This is an optimization exercise on Yosys and OpenROAD, whose aim is a short achievable clock period and few clock cycles, not a production implementation.
Only simulation tests tie the RTL to the original design; equivalence was not proved.
Power is estimated from default activity; no workload was simulated.

### flow/run.sh
#!/bin/bash
# synth_recipe.tcl (not shown) runs the flow's synth.tcl, then flattens the netlist and writes it again
# the make line also repeats each setting of config.mk as NAME=value (left out here)
make -C /OpenROAD-flow-scripts/flow DESIGN_CONFIG=/design/flow/config.mk WORK_HOME=/design/flow/orfs CLKGATE_MAP_FILE= SYNTH_SCRIPT=/design/flow/synth_recipe.tcl finish
### flow/config.mk
export PLATFORM = sky130hd
export DESIGN_NAME = mem_sys_top
export DESIGN_NICKNAME = mem_sys_top
export VERILOG_FILES = /design/flow/design.v
export SDC_FILE = /design/flow/constraint.sdc
export NUM_CORES = 4
export LEC_CHECK = 0
export CAP_MARGIN = 20
export CORE_MARGIN = 2
export CORE_UTILIZATION = 25
export PLACE_DENSITY = 0.3
export SLEW_MARGIN = 20
### flow/design.v
package mem_sys_pkg;
    localparam int LINE_BITS       = 256;
    localparam int BURST_BITS      = 64;
    localparam int BURSTS_PER_LINE = LINE_BITS / BURST_BITS;
    typedef struct packed {
        logic [23:0] tag;
        logic [2:0]  set;
        logic [2:0]  word;
        logic [1:0]  byte_off;
    } addr_fields_t;
    typedef union packed {
        logic [31:0]  raw;
        addr_fields_t f;
    } mem_addr_u;
    typedef enum logic [1:0] {
        GRANT_IDLE   = 2'd0,
        GRANT_ICACHE = 2'd1,
        GRANT_DCACHE = 2'd2
    } grant_e;
endpackage
`timescale 1ns/1ps
import mem_sys_pkg::*;
module line_cache #(
    parameter int NUM_SETS = 8
) (
    input  logic                           clk,
    input  logic                           rst_n_i,
    input  logic                           cpu_read_i,
    input  logic                           cpu_write_i,
    input  logic [31:0]                    cpu_addr_i,
    input  logic [31:0]                    cpu_wdata_i,
    input  logic [3:0]                     cpu_be_i,
    output logic [31:0]                    cpu_rdata_o,
    output logic                           cpu_resp_o,
    output logic                           cpu_hit_o,
    output logic                           line_read_o,
    output logic                           line_write_o,
    output logic [31:0]                    line_addr_o,
    output logic [mem_sys_pkg::LINE_BITS-1:0] line_wdata_o,
    input  logic [mem_sys_pkg::LINE_BITS-1:0] line_rdata_i,
    input  logic                           line_resp_i
);
    localparam int IDX_BITS = $clog2(NUM_SETS);
    localparam int TAG_W    = 32 - IDX_BITS - 5;
    localparam logic [1:0] ST_IDLE      = 2'd0;
    localparam logic [1:0] ST_WRITEBACK = 2'd1;
    localparam logic [1:0] ST_FILL      = 2'd2;
    logic [TAG_W-1:0]     tag_q  [NUM_SETS];
    logic [LINE_BITS-1:0] data_q [NUM_SETS];
    logic [NUM_SETS-1:0]  valid_q;
    logic [NUM_SETS-1:0]  dirty_q;
    logic [1:0]           state;
    logic                 missed;
    logic [2:0]           word;
    logic [IDX_BITS-1:0]  idx;
    logic [TAG_W-1:0]     tag;
    logic                 req;
    logic                 hit;
    logic                 hit_access;
    logic                 fill_done;
    logic [LINE_BITS-1:0] cur_line;
    logic [31:0]          cur_word;
    logic [LINE_BITS-1:0] merged_line;
    assign word = cpu_addr_i[4:2];
    generate
        if (NUM_SETS == 8) begin : g_field_decode
            assign idx = cpu_addr_i[7:5];
            assign tag = cpu_addr_i[31:8];
        end else begin : g_raw_decode
            assign idx = cpu_addr_i[5 +: IDX_BITS];
            assign tag = cpu_addr_i[31 -: TAG_W];
        end
    endgenerate
    assign req = (cpu_read_i || cpu_write_i) && !cpu_resp_o;
    assign hit        = valid_q[idx] && (tag_q[idx] == tag);
    assign hit_access = (state == ST_IDLE) && req && hit;
    assign fill_done  = (state == ST_FILL) && line_resp_i;
    assign cur_line = data_q[idx];
    assign cur_word = cur_line[word * 32 +: 32];
    always_comb begin
        merged_line = cur_line;
        for (int b = 0; b < 4; b++) begin
            if (cpu_be_i[b]) begin
                merged_line[word * 32 + b * 8 +: 8] = cpu_wdata_i[b * 8 +: 8];
            end
        end
    end
    always_ff @(posedge clk) begin
        if (!rst_n_i) begin
            state      <= ST_IDLE;
            missed     <= 1'b0;
            valid_q    <= '0;
            dirty_q    <= '0;
            cpu_resp_o <= 1'b0;
            cpu_hit_o  <= 1'b0;
        end else begin
            cpu_resp_o <= 1'b0;
            cpu_hit_o  <= 1'b0;
            case (state)
                ST_IDLE: begin
                    if (req) begin
                        if (hit) begin
                            cpu_resp_o <= 1'b1;
                            cpu_hit_o  <= !missed;
                            missed     <= 1'b0;
                            if (cpu_write_i) begin
                                dirty_q[idx] <= 1'b1;
                            end
                        end else begin
                            missed <= 1'b1;
                            if (valid_q[idx] && dirty_q[idx]) begin
                                state <= ST_WRITEBACK;
                            end else begin
                                state <= ST_FILL;
                            end
                        end
                    end
                end
                ST_WRITEBACK: begin
                    if (line_resp_i) begin
                        state <= ST_FILL;
                    end
                end
                ST_FILL: begin
                    if (line_resp_i) begin
                        valid_q[idx] <= 1'b1;
                        dirty_q[idx] <= 1'b0;
                        state        <= ST_IDLE;
                    end
                end
                default: begin
                    state <= ST_IDLE;
                end
            endcase
        end
    end
    always_ff @(posedge clk) begin
        if (hit_access) begin
            cpu_rdata_o <= cur_word;
            if (cpu_write_i) begin
                data_q[idx] <= merged_line;
            end
        end
        if (fill_done) begin
            data_q[idx] <= line_rdata_i;
            tag_q[idx]  <= tag;
        end
    end
    assign line_read_o  = (state == ST_FILL);
    assign line_write_o = (state == ST_WRITEBACK);
    assign line_addr_o  = (state == ST_WRITEBACK) ? {tag_q[idx], idx, 5'b0}
                                                  : {tag, idx, 5'b0};
    assign line_wdata_o = cur_line;
endmodule
`timescale 1ns/1ps
import mem_sys_pkg::*;
module mem_arbiter (
    input  logic                              clk,
    input  logic                              rst_n_i,
    input  logic                              icache_read_i,
    input  logic [31:0]                       icache_addr_i,
    output logic [mem_sys_pkg::LINE_BITS-1:0] icache_rdata_o,
    output logic                              icache_resp_o,
    input  logic                              dcache_read_i,
    input  logic                              dcache_write_i,
    input  logic [31:0]                       dcache_addr_i,
    input  logic [mem_sys_pkg::LINE_BITS-1:0] dcache_wdata_i,
    output logic [mem_sys_pkg::LINE_BITS-1:0] dcache_rdata_o,
    output logic                              dcache_resp_o,
    output logic                              arb_read_o,
    output logic                              arb_write_o,
    output logic [31:0]                       arb_addr_o,
    output logic [mem_sys_pkg::LINE_BITS-1:0] arb_wdata_o,
    input  logic [mem_sys_pkg::LINE_BITS-1:0] arb_rdata_i,
    input  logic                              arb_resp_i
);
    logic [1:0] owner;
    logic [1:0] sel;
    always_comb begin
        sel = owner;
        if (owner == GRANT_IDLE) begin
            if (dcache_read_i || dcache_write_i) begin
                sel = GRANT_DCACHE;
            end else if (icache_read_i) begin
                sel = GRANT_ICACHE;
            end
        end
    end
    always_ff @(posedge clk) begin
        if (!rst_n_i) begin
            owner <= GRANT_IDLE;
        end else if (arb_resp_i) begin
            owner <= GRANT_IDLE;
        end else begin
            owner <= sel;
        end
    end
    assign arb_read_o  = ((sel == GRANT_DCACHE) && dcache_read_i) ||
                         ((sel == GRANT_ICACHE) && icache_read_i);
    assign arb_write_o = (sel == GRANT_DCACHE) && dcache_write_i;
    assign arb_addr_o  = (sel == GRANT_DCACHE) ? dcache_addr_i : icache_addr_i;
    assign arb_wdata_o = dcache_wdata_i;
    assign icache_rdata_o = arb_rdata_i;
    assign dcache_rdata_o = arb_rdata_i;
    assign icache_resp_o  = arb_resp_i && (owner == GRANT_ICACHE);
    assign dcache_resp_o  = arb_resp_i && (owner == GRANT_DCACHE);
endmodule
`timescale 1ns/1ps
import mem_sys_pkg::*;
module line_adaptor (
    input  logic                               clk,
    input  logic                               rst_n_i,
    input  logic                               line_read_i,
    input  logic                               line_write_i,
    input  logic [31:0]                        line_addr_i,
    input  logic [mem_sys_pkg::LINE_BITS-1:0]  line_wdata_i,
    output logic [mem_sys_pkg::LINE_BITS-1:0]  line_rdata_o,
    output logic                               line_resp_o,
    output logic                               mem_read_o,
    output logic                               mem_write_o,
    output logic [31:0]                        mem_addr_o,
    output logic [mem_sys_pkg::BURST_BITS-1:0] mem_wdata_o,
    input  logic [mem_sys_pkg::BURST_BITS-1:0] mem_rdata_i,
    input  logic                               mem_resp_i
);
    localparam int CNT_BITS = $clog2(BURSTS_PER_LINE);
    localparam logic [1:0] AD_IDLE  = 2'd0;
    localparam logic [1:0] AD_BURST = 2'd1;
    localparam logic [1:0] AD_DONE  = 2'd2;
    logic [1:0]           state;
    logic [CNT_BITS-1:0]  cnt;
    logic [LINE_BITS-1:0] line_q;
    logic                 start;
    logic                 last_burst;
    assign start      = (state == AD_IDLE) && (line_read_i || line_write_i);
    assign last_burst = (state == AD_BURST) && mem_resp_i &&
                        (cnt == CNT_BITS'(BURSTS_PER_LINE - 1));
    always_ff @(posedge clk) begin
        if (!rst_n_i) begin
            state       <= AD_IDLE;
            cnt         <= '0;
            mem_read_o  <= 1'b0;
            mem_write_o <= 1'b0;
            line_resp_o <= 1'b0;
        end else begin
            case (state)
                AD_IDLE: begin
                    if (start) begin
                        mem_write_o <= line_write_i;
                        mem_read_o  <= line_read_i;
                        cnt         <= '0;
                        state       <= AD_BURST;
                    end
                end
                AD_BURST: begin
                    if (mem_resp_i) begin
                        cnt <= cnt + 1'b1;
                    end
                    if (last_burst) begin
                        mem_read_o  <= 1'b0;
                        mem_write_o <= 1'b0;
                        line_resp_o <= 1'b1;
                        state       <= AD_DONE;
                    end
                end
                AD_DONE: begin
                    line_resp_o <= 1'b0;
                    state       <= AD_IDLE;
                end
                default: begin
                    state <= AD_IDLE;
                end
            endcase
        end
    end
    always_ff @(posedge clk) begin
        if (start) begin
            mem_addr_o <= line_addr_i;
            line_q     <= line_wdata_i;
        end else if ((state == AD_BURST) && mem_resp_i && mem_read_o) begin
            line_q[cnt * BURST_BITS +: BURST_BITS] <= mem_rdata_i;
        end
    end
    assign mem_wdata_o  = line_q[cnt * BURST_BITS +: BURST_BITS];
    assign line_rdata_o = line_q;
endmodule
`timescale 1ns/1ps
import mem_sys_pkg::*;
module mem_sys_top #(
    parameter int NUM_SETS = 8
) (
    input  logic                               clk,
    input  logic                               rst_n_i,
    input  logic                               inst_read_i,
    input  logic [31:0]                        inst_addr_i,
    output logic [31:0]                        inst_rdata_o,
    output logic                               inst_resp_o,
    output logic                               inst_hit_o,
    input  logic                               data_read_i,
    input  logic                               data_write_i,
    input  logic [31:0]                        data_addr_i,
    input  logic [31:0]                        data_wdata_i,
    input  logic [3:0]                         data_be_i,
    output logic [31:0]                        data_rdata_o,
    output logic                               data_resp_o,
    output logic                               data_hit_o,
    output logic                               mem_read_o,
    output logic                               mem_write_o,
    output logic [31:0]                        mem_addr_o,
    output logic [mem_sys_pkg::BURST_BITS-1:0] mem_wdata_o,
    input  logic [mem_sys_pkg::BURST_BITS-1:0] mem_rdata_i,
    input  logic                               mem_resp_i
);
    logic                 icache_line_read;
    logic [31:0]          icache_line_addr;
    logic [LINE_BITS-1:0] icache_line_rdata;
    logic                 icache_line_resp;
    logic                 dcache_line_read;
    logic                 dcache_line_write;
    logic [31:0]          dcache_line_addr;
    logic [LINE_BITS-1:0] dcache_line_wdata;
    logic [LINE_BITS-1:0] dcache_line_rdata;
    logic                 dcache_line_resp;
    logic                 arb_read;
    logic                 arb_write;
    logic [31:0]          arb_addr;
    logic [LINE_BITS-1:0] arb_wdata;
    logic [LINE_BITS-1:0] arb_rdata;
    logic                 arb_resp;
    line_cache #(.NUM_SETS(NUM_SETS)) icache (
        .clk          (clk),
        .rst_n_i      (rst_n_i),
        .cpu_read_i   (inst_read_i),
        .cpu_write_i  (1'b0),
        .cpu_addr_i   (inst_addr_i),
        .cpu_wdata_i  (32'd0),
        .cpu_be_i     (4'hf),
        .cpu_rdata_o  (inst_rdata_o),
        .cpu_resp_o   (inst_resp_o),
        .cpu_hit_o    (inst_hit_o),
        .line_read_o  (icache_line_read),
        .line_write_o (),
        .line_addr_o  (icache_line_addr),
        .line_wdata_o (),
        .line_rdata_i (icache_line_rdata),
        .line_resp_i  (icache_line_resp)
    );
    line_cache #(.NUM_SETS(NUM_SETS)) dcache (
        .clk          (clk),
        .rst_n_i      (rst_n_i),
        .cpu_read_i   (data_read_i),
        .cpu_write_i  (data_write_i),
        .cpu_addr_i   (data_addr_i),
        .cpu_wdata_i  (data_wdata_i),
        .cpu_be_i     (data_be_i),
        .cpu_rdata_o  (data_rdata_o),
        .cpu_resp_o   (data_resp_o),
        .cpu_hit_o    (data_hit_o),
        .line_read_o  (dcache_line_read),
        .line_write_o (dcache_line_write),
        .line_addr_o  (dcache_line_addr),
        .line_wdata_o (dcache_line_wdata),
        .line_rdata_i (dcache_line_rdata),
        .line_resp_i  (dcache_line_resp)
    );
    mem_arbiter arbiter (
        .clk            (clk),
        .rst_n_i        (rst_n_i),
        .icache_read_i  (icache_line_read),
        .icache_addr_i  (icache_line_addr),
        .icache_rdata_o (icache_line_rdata),
        .icache_resp_o  (icache_line_resp),
        .dcache_read_i  (dcache_line_read),
        .dcache_write_i (dcache_line_write),
        .dcache_addr_i  (dcache_line_addr),
        .dcache_wdata_i (dcache_line_wdata),
        .dcache_rdata_o (dcache_line_rdata),
        .dcache_resp_o  (dcache_line_resp),
        .arb_read_o     (arb_read),
        .arb_write_o    (arb_write),
        .arb_addr_o     (arb_addr),
        .arb_wdata_o    (arb_wdata),
        .arb_rdata_i    (arb_rdata),
        .arb_resp_i     (arb_resp)
    );
    line_adaptor adaptor (
        .clk          (clk),
        .rst_n_i      (rst_n_i),
        .line_read_i  (arb_read),
        .line_write_i (arb_write),
        .line_addr_i  (arb_addr),
        .line_wdata_i (arb_wdata),
        .line_rdata_o (arb_rdata),
        .line_resp_o  (arb_resp),
        .mem_read_o   (mem_read_o),
        .mem_write_o  (mem_write_o),
        .mem_addr_o   (mem_addr_o),
        .mem_wdata_o  (mem_wdata_o),
        .mem_rdata_i  (mem_rdata_i),
        .mem_resp_i   (mem_resp_i)
    );
endmodule
### flow/constraint.sdc
create_clock -name core_clock -period 8.0 [get_ports {clk}]
set_input_delay 1.6000 -clock core_clock [delete_from_list [all_inputs] [get_ports {clk}]]
set_output_delay 1.6000 -clock core_clock [all_outputs]
set_load 0.01 [all_outputs]
==> impl_metrics.json <==
{
  "cts_buffer_depth": 4,
  "cp_max_fo": 31,
  "synth_seq_area_share": 0.751,
  "hold_slack_ps": 428,
  "drive_gt1_frac": 0.156,
  "pwr-share-clk": 0.411,
  "holdBufCountCts": 0,
  "core-area_um2": 774000,
  "die_area_um2": 784000,
  "hold_viol": 0,
  "drv_slew": 0,
  "synth_mux_area_frac": 0.0714,
  "syn_area_per_cell_um2": 16.2,
  "clk_pin_slew_ps": 50,
  "status": "no timing/DRC/antenna violations",
  "synth-adder-area-share": 0.00148,
  "cts_tree": "yes",
  "ys_warn_count": 3,
  "synth_compound_area_frac": 0.113,
  "p_int_mw": 45.9,
  "total_power_mw": 63.0,
  "place_ws_ps": 1170,
  "cts_root_buf": "clkbuf_16",
  "synth_enable_flop_cells": 4827,
  "synth_cell_types": 80,
  "syn-instance-count": 12030,
  "use_met1": 0.338,
  "antenna_found_initial": 203,
  "setup_violations": 0,
  "drc": 0,
  "clock-sinks": 4878,
  "drv_cap": 0,
  "start_util": 0.251,
  "synthXorXnorAreaFrac": 0.00189,
  "grt_use_total": 0.231,
  "worst_slack_ps": 2090,
  "cts_post_setup_buffers_inserted": 0,
  "synth_simple_gate_area_share": 0.0419,
  "fp.dieH_um": 886,
  "worst_slew_pin_slew_ps": 1250,
  "antenna_left": 0,
  "cp-end-kind": "output port",
  "criticalPathCategory": "register to output port",
  "utilization": 0.301,
  "p_per_area_nw_per_um2": 271,
  "use_met2": 0.361,
  "gp_congestion": 0.797,
  "drtIter0Drc": 14545,
  "arrival_ps": 4310,
  "synth_top_family_by_area": "compound AO/OA/AOI/OAI gates",
  "p_seq_frac": 0.485,
  "area_growth_pct": 19.7,
  "nets": 12899,
  "cts-htree-levels": 6,
  "slew_headroom": 0.169,
  "post-route-period-util": 0.739,
  "yosys_most_used_dff": "edfxtp_1",
  "period_minus_slack_ps": 5910,
  "clk_latency_ps": 1140,
  "avgViaCountPerCell": 5.26,
  "grt_setup_unrepaired": "false",
  "dpl.hpwl_um": 586000,
  "grt_max_degree": 124,
  "die_x_um": 886,
  "grt_pass1_wl_um": 1220000,
  "dr.pass1.iters": 6,
  "grtUsageMet3": 0.0339,
  "min_path_type": "register to register",
  "portBuffers": 326,
  "ys_seq_elements": 4878,
  "ir_drop_v": 0.000229,
  "timing.fmax_ghz": 0.169,
  "row_count": 323,
  "gr-total-overflow": 0,
  "grt_pass1_vias": 120315,
  "numCtsBuffers": 594,
  "final_cell_mix": "edfxtp_1 (4827), nor2_1 (1026), a21oi_1 (877)",
  "required_ps": 6400,
  "p_leak_nw": 73.3,
  "fin_skew_ps": 65.0,
  "switching_share": 0.271,
  "crit_path_start_kind": "register",
  "io-pin-count": 336,
  "routed-via-count": 123728,
  "ctsResizeCount": 0,
  "wl_per_cell_um": 39.9,
  "p_comb_frac": 0.104,
  "mostFrequentLayoutCell": "edfxtp_1",
  "async_flop_share": 0,
  "netlist_area_um2": 194000,
  "wirelength_um": 939000,
  "grt_busiest_layer": "met2",
  "power_switching_mw": 17.1
}
-- layout make-up --
type,count,area (µm²)
Antenna cell,127,318
Tap cell,10237,12800
Clock inverter,295,2320
Timing Repair Buffer,944,9890
Sequential cell,4878,146000
Inverter,53,243
Clock buffer,763,15900
Multi-Input combinational cell,6235,45200
Fill cell,76082,541000
-- state kept, by name, summed over array words and instances (netlist names), 8 cells and up, named ones only --
signal	count
dcache.cpu_rdata_o	32
adaptor.mem_addr_o	27
dcache.valid_q	8
dcache.tag_q	192
icache.tag_q	192
adaptor.line_q	256
icache.dirty_q	8
icache.valid_q	8
dcache.data_q	2048
icache.data_q	2048
icache.cpu_rdata_o	32
-- metrics by stage --
step	instance area, µm²	instances	setup TNS (ps)
3_3_place_gp	214000	22331	0
5_1_grt	233000	23478	0
2_1_floorplan	195000	12034	-6564800
4_1_cts	232000	23396	0
3_5_place_dp	214000	22338	0
6_report	233000	23532	0
-- cell families after synthesis --
logic type      Yosys count
compound gates         3189
xor+xnor                 42
fa+ha+maj                23
buf+inv                 921
flops                  4878
mux                    1026
other cells               1
simple gates           1950
-- path summary, 6_finish.rpt --
check	start	end	slack, ps	cells after the start
worst max-delay path	adaptor.cnt[1]	mem_wdata_o[57]	2090	3
worst min-delay path	icache.missed	icache.cpu_hit_o	430	1
worst max register to register	dcache.tag_q[1][1]	dcache.data_q[0][222]	3380	11
worst min register to register	icache.missed	icache.cpu_hit_o	430	1
-- worst max-delay path: stages (launching register included) --
cell,delay [ps]
dfxtp_4,810
buf_4,770
mux4_2,850
clkdlybuf4s50_1,670
-- synthesized netlist by cell type, types with 5 or more instances --
master,count,share of area
a2111oi_0,13,0.00059
a211oi_1,41,0.0016
a21oi_1,877,0.023
a221o_1,87,0.0045
a221oi_1,603,0.027
a222oi_1,17,0.00088
a22o_1,94,0.0042
a22oi_1,786,0.030
a311oi_1,20,0.00090
a31oi_1,63,0.0020
and2_1,9,0.00029
and3_1,30,0.00097
buf_1,166,0.0032
buf_2,129,0.0033
buf_4,13,0.00050
buf_6,5,0.00029
clkbuf_1,554,0.011
dfxtp_1,51,0.0053
edfxtp_1,4827,0.75
ha_1,23,0.0015
inv_1,40,0.00077
inv_2,9,0.00017
mux2_2,247,0.014
mux2i_1,514,0.026
mux4_2,263,0.030
nand2_1,467,0.0090
nand2b_1,15,0.00048
nand3_1,155,0.0040
nand4_1,68,0.0022
nor2_1,1073,0.021
nor2b_1,33,0.0011
nor3_1,49,0.0013
nor4_1,14,0.00045
o2111ai_1,8,0.00036
o211ai_1,63,0.0024
o21a_1,9,0.00035
o21ai_0,372,0.0096
o21ai_1,10,0.00026
o221ai_1,30,0.0014
o22ai_1,50,0.0016
o311ai_0,12,0.00054
or3_1,11,0.00035
xnor2_1,17,0.00077
xor2_1,25,0.0011
-- layer usage --
| metal | vias to the layer above | wire [µm] |
|---|---|---|
| met2 | 4858 | 421000 |
| met5 | - | 96 |
| met4 | 14 | 27200 |
| met1 | 67417 | 434000 |
| li1 | 50342 | - |
| met3 | 1097 | 57700 |
-- power by group through the flow --
stage          registers (mW)  clock network (mW)  logic [mW]
2_1_floorplan            30.3                   0        2.64
3_3_place_gp             31.0                   0        6.41
3_5_place_dp             31.1                   0        6.46
4_1_cts                  30.5                26.5        6.47
5_1_grt                  30.6                27.4        6.83
6_report                 30.5                25.9        6.54
Testbench counts, summed over its fixed seeds: cycles 43,043.

## afterwards: timing with drivers on the ports
How much do the figures lean on ideal ports? The routed layout below was timed once more, with nothing changed but the port constraints. Step 1 sets driving cells, clkbuf_16 on the clock port and buf_2 on the other inputs (assumed; they add their load-dependent delay and slew). Step 2 also shifts input and output timing later by t, the mid clock arrival at the registers, as if the neighbouring blocks saw the same clock. Three values: ideal, step 1, step 2; two values: the first two.
t, ns: 1.260
setup slack, ns: 2.090 / 1.936 / 1.236
hold slack, ns: 0.428 / 0.428 / 0.428
worst data-port slew with drivers (ns): 0.43
cell pins on the clock port's net: 1
After both steps this run still meets setup and hold. For this run, drivers alone change the setup slack by -0.154 ns; drivers and shift together by -0.854 ns.
